This is an optimization exercise on Yosys and OpenROAD, whose aim is small area, not a production implementation. RTL that was checked went through simulation tests only; none was proved equivalent to the original. Power and IR drop assume default switching activity. The flow treats the clock pin as an ideal source, which a real chip does not have.

P:
## real_mem_to_reg
module real_mem_to_reg #(
    parameter int DATA_W = 16,
    parameter int MEM_AW = 7,
    parameter int REG_AW = 4
) (
    input  logic              CLK,
    input  logic              RESET_N,
    input  logic [DATA_W-1:0] AData,
    input  logic              MemWrite,
    input  logic [DATA_W-1:0] MemData,
    input  logic              IRWrite,
    input  logic [DATA_W-1:0] IRData,
    input  logic              RegWrite,
    output logic [DATA_W-1:0] AccOut
);
Size: roughly 6700 cells after synthesis, about 2500 flip-flops, ~69 I/O pins, ~78000 µm² of cells after synthesis.
export LEC_CHECK = 0
export CAP_MARGIN = 10
export CORE_MARGIN = 2
export CORE_UTILIZATION = 60
export GPL_TIMING_DRIVEN = 0
export SLEW_MARGIN = 10
export SYNTH_HIERARCHICAL = 1
export SYNTH_MINIMUM_KEEP_SIZE = 0
create_clock -name core_clock -period 8.0 [get_ports {CLK}]
standard.sh (not shown) runs the stock make flow with config.mk's settings and CLKGATE_MAP_FILE= SYNTH_SCRIPT=/design/flow/synth_recipe.tcl, a recipe that flattens the netlist after the stock synthesis.
==> flow/flow/run.sh <==
#!/bin/bash
# Standard layout, with clock tree synthesis run without dummy loads and the smallest buffer on each port.
set -euo pipefail
export CTS_ARGS="-sink_clustering_enable -repair_clock_nets -dont_use_dummy_load -sink_clustering_size 30 -sink_clustering_max_diameter 100 -buf_list {sky130_fd_sc_hd__clkbuf_8 sky130_fd_sc_hd__clkbuf_16}"
export BUFFER_PORTS_ARGS="-buffer_cell sky130_fd_sc_hd__buf_1"
bash standard.sh > standard_make.log 2>&1
The inputs of Q differ from those of P as listed below.
- changing CORE_UTILIZATION from 60 to 70
- setting PLACE_DENSITY to 0.78 for the first time
==> flow/flow/run.sh <==
#!/bin/bash
# Standard layout, with clock tree synthesis run without dummy loads.
set -euo pipefail
export CTS_ARGS="-sink_clustering_enable -repair_clock_nets -dont_use_dummy_load -sink_clustering_size 25 -sink_clustering_max_diameter 100 -buf_list {sky130_fd_sc_hd__clkbuf_8 sky130_fd_sc_hd__clkbuf_16}"
bash standard.sh > standard_make.log 2>&1
Findings:
Delta (Q minus P): combined global-route utilization of all metal layers went up by 4.1 points, minimum period implied by the final worst setup slack went up by 280 ps. Compared with P, Q shows core box area lower by 15%. Relative to P, the die area of Q is lower by 14%. Lower fraction of the cycle the final worst path needs goes to P over Q. From Q to P, synthesized-area fraction occupied by ao, oa, aoi and oai cells did not move at all. Q -> P: count of buffers from port buffering delta 0, exact match. [compare] base=P new=Q: number of antenna violations at the first check in global routing now sits lower; via count now sits higher. [compare] base=P new=Q: final-layout fill cell count went down, total leakage power grew by about 0.9%.
--- input diff Q..R ---
- changing CORE_UTILIZATION from 70 to 60
- removing PLACE_DENSITY (formerly 0.78)
Findings:
- R vs. Q: number of well-tap cells placed went up by about 17%.
- The number of vias in the routed layout was comparable across Q and R.
- Comparing R against Q, there is no change at all in depth of the worst register-to-register path.
- Multi-input gate area in the final layout across Q and R: no real change.
- [R] routing usage on met1 fell 3.8 points relative to Q
- Looking at die area, R sits about 16% above Q.
- R vs Q — number of buffers outside the clock class in the layout climbed slightly
- As far as antenna violation net count after detailed routing is concerned, Q and R perform about the same.
- Summary of R over Q: non-filler instance count after layout went up; area after synthesis did not really move.

* * *

Another version of the RTL of real_mem_to_reg (not shown whole).
Size in the first run: ~69 I/O pins, roughly 78000 um2 of cells after synthesis.
export LEC_CHECK = 0
export CAP_MARGIN = 10
export CORE_MARGIN = 2
export CORE_UTILIZATION = 60
export GPL_TIMING_DRIVEN = 0
export SLEW_MARGIN = 10
export SYNTH_HIERARCHICAL = 1
export SYNTH_MINIMUM_KEEP_SIZE = 0
create_clock -name core_clock -period 8.0 [get_ports {CLK}]
==> flow/flow/run.sh <==
#!/bin/bash
# Standard layout, with clock tree synthesis run without dummy loads.
set -euo pipefail
export CTS_ARGS="-sink_clustering_enable -repair_clock_nets -dont_use_dummy_load -sink_clustering_size 30 -sink_clustering_max_diameter 60 -buf_list {sky130_fd_sc_hd__clkbuf_8 sky130_fd_sc_hd__clkbuf_16}"
bash standard.sh > standard_make.log 2>&1
The first run ran to the end with no violations.
Edit:
==> flow/flow/run.sh (replaced) <==
#!/bin/bash
# Standard layout, with clock tree synthesis run without dummy loads.
set -euo pipefail
export CTS_ARGS="-sink_clustering_enable -repair_clock_nets -dont_use_dummy_load -sink_clustering_size 25 -sink_clustering_max_diameter 60 -buf_list {sky130_fd_sc_hd__clkbuf_8 sky130_fd_sc_hd__clkbuf_16}"
bash standard.sh > standard_make.log 2>&1
Settings changed: CAP_MARGIN 10 to 0, SLEW_MARGIN 10 to 0.
What happened:
- The changed run completed with no timing, DRC or antenna violations
- total power stays flat
- worst setup slack gets better by 0.063 ns
- area after synthesis stays the same
- hold slack barely changes
No run of this note included a check of the RTL's function; only the layout flow was run.

-- what the ideal ports hide --
The flow's constraints put no driver on any port. The routed layouts listed below were extracted and timed again, unchanged, in two steps.
Step 1 (the two cells are an assumption about what drives the block):
set clk [get_ports {CLK}]
set_driving_cell -lib_cell sky130_fd_sc_hd__clkbuf_16 $clk
set_driving_cell -lib_cell sky130_fd_sc_hd__buf_2 [delete_from_list [all_inputs] $clk]
Step 2 adds t to the input delays and takes it off the output delays; t is the mean of the earliest and latest rising clock arrival at the registers after step 1. Input paths then give back, and output paths get back, about the clock's delay inside the block.
a / b / c = no drivers / after step 1 / after step 2; a / b = the first two.
run | t, ns | setup WS [ns] | worst setup path after step 2 | clock arrival spread, ns | worst slew at a driven data input, ns
P | 0.809 | 1.203 / 1.234 / 0.425 | input to register | 0.042 / 0.042 | 0.21
Q | 0.804 | 0.927 / 0.973 / 0.169 | input to register | 0.075 / 0.074 | 0.13
R | 0.817 | 0.903 / 0.926 / 0.109 | input to register | 0.057 / 0.057 | 0.19
the first run of note 2 | 0.851 | 0.821 / 0.839 / -0.012 | input to register | 0.064 / 0.063 | 0.11
the second run of note 2 | 0.858 | 0.885 / 0.915 / 0.057 | input to register | 0.050 / 0.050 | 0.11
Met with ideal ports but missed after step 2: setup timing in the first run of note 2. For the first run of note 2, which loses most, drivers alone change the setup slack by +0.018 ns; drivers and shift together by -0.833 ns.
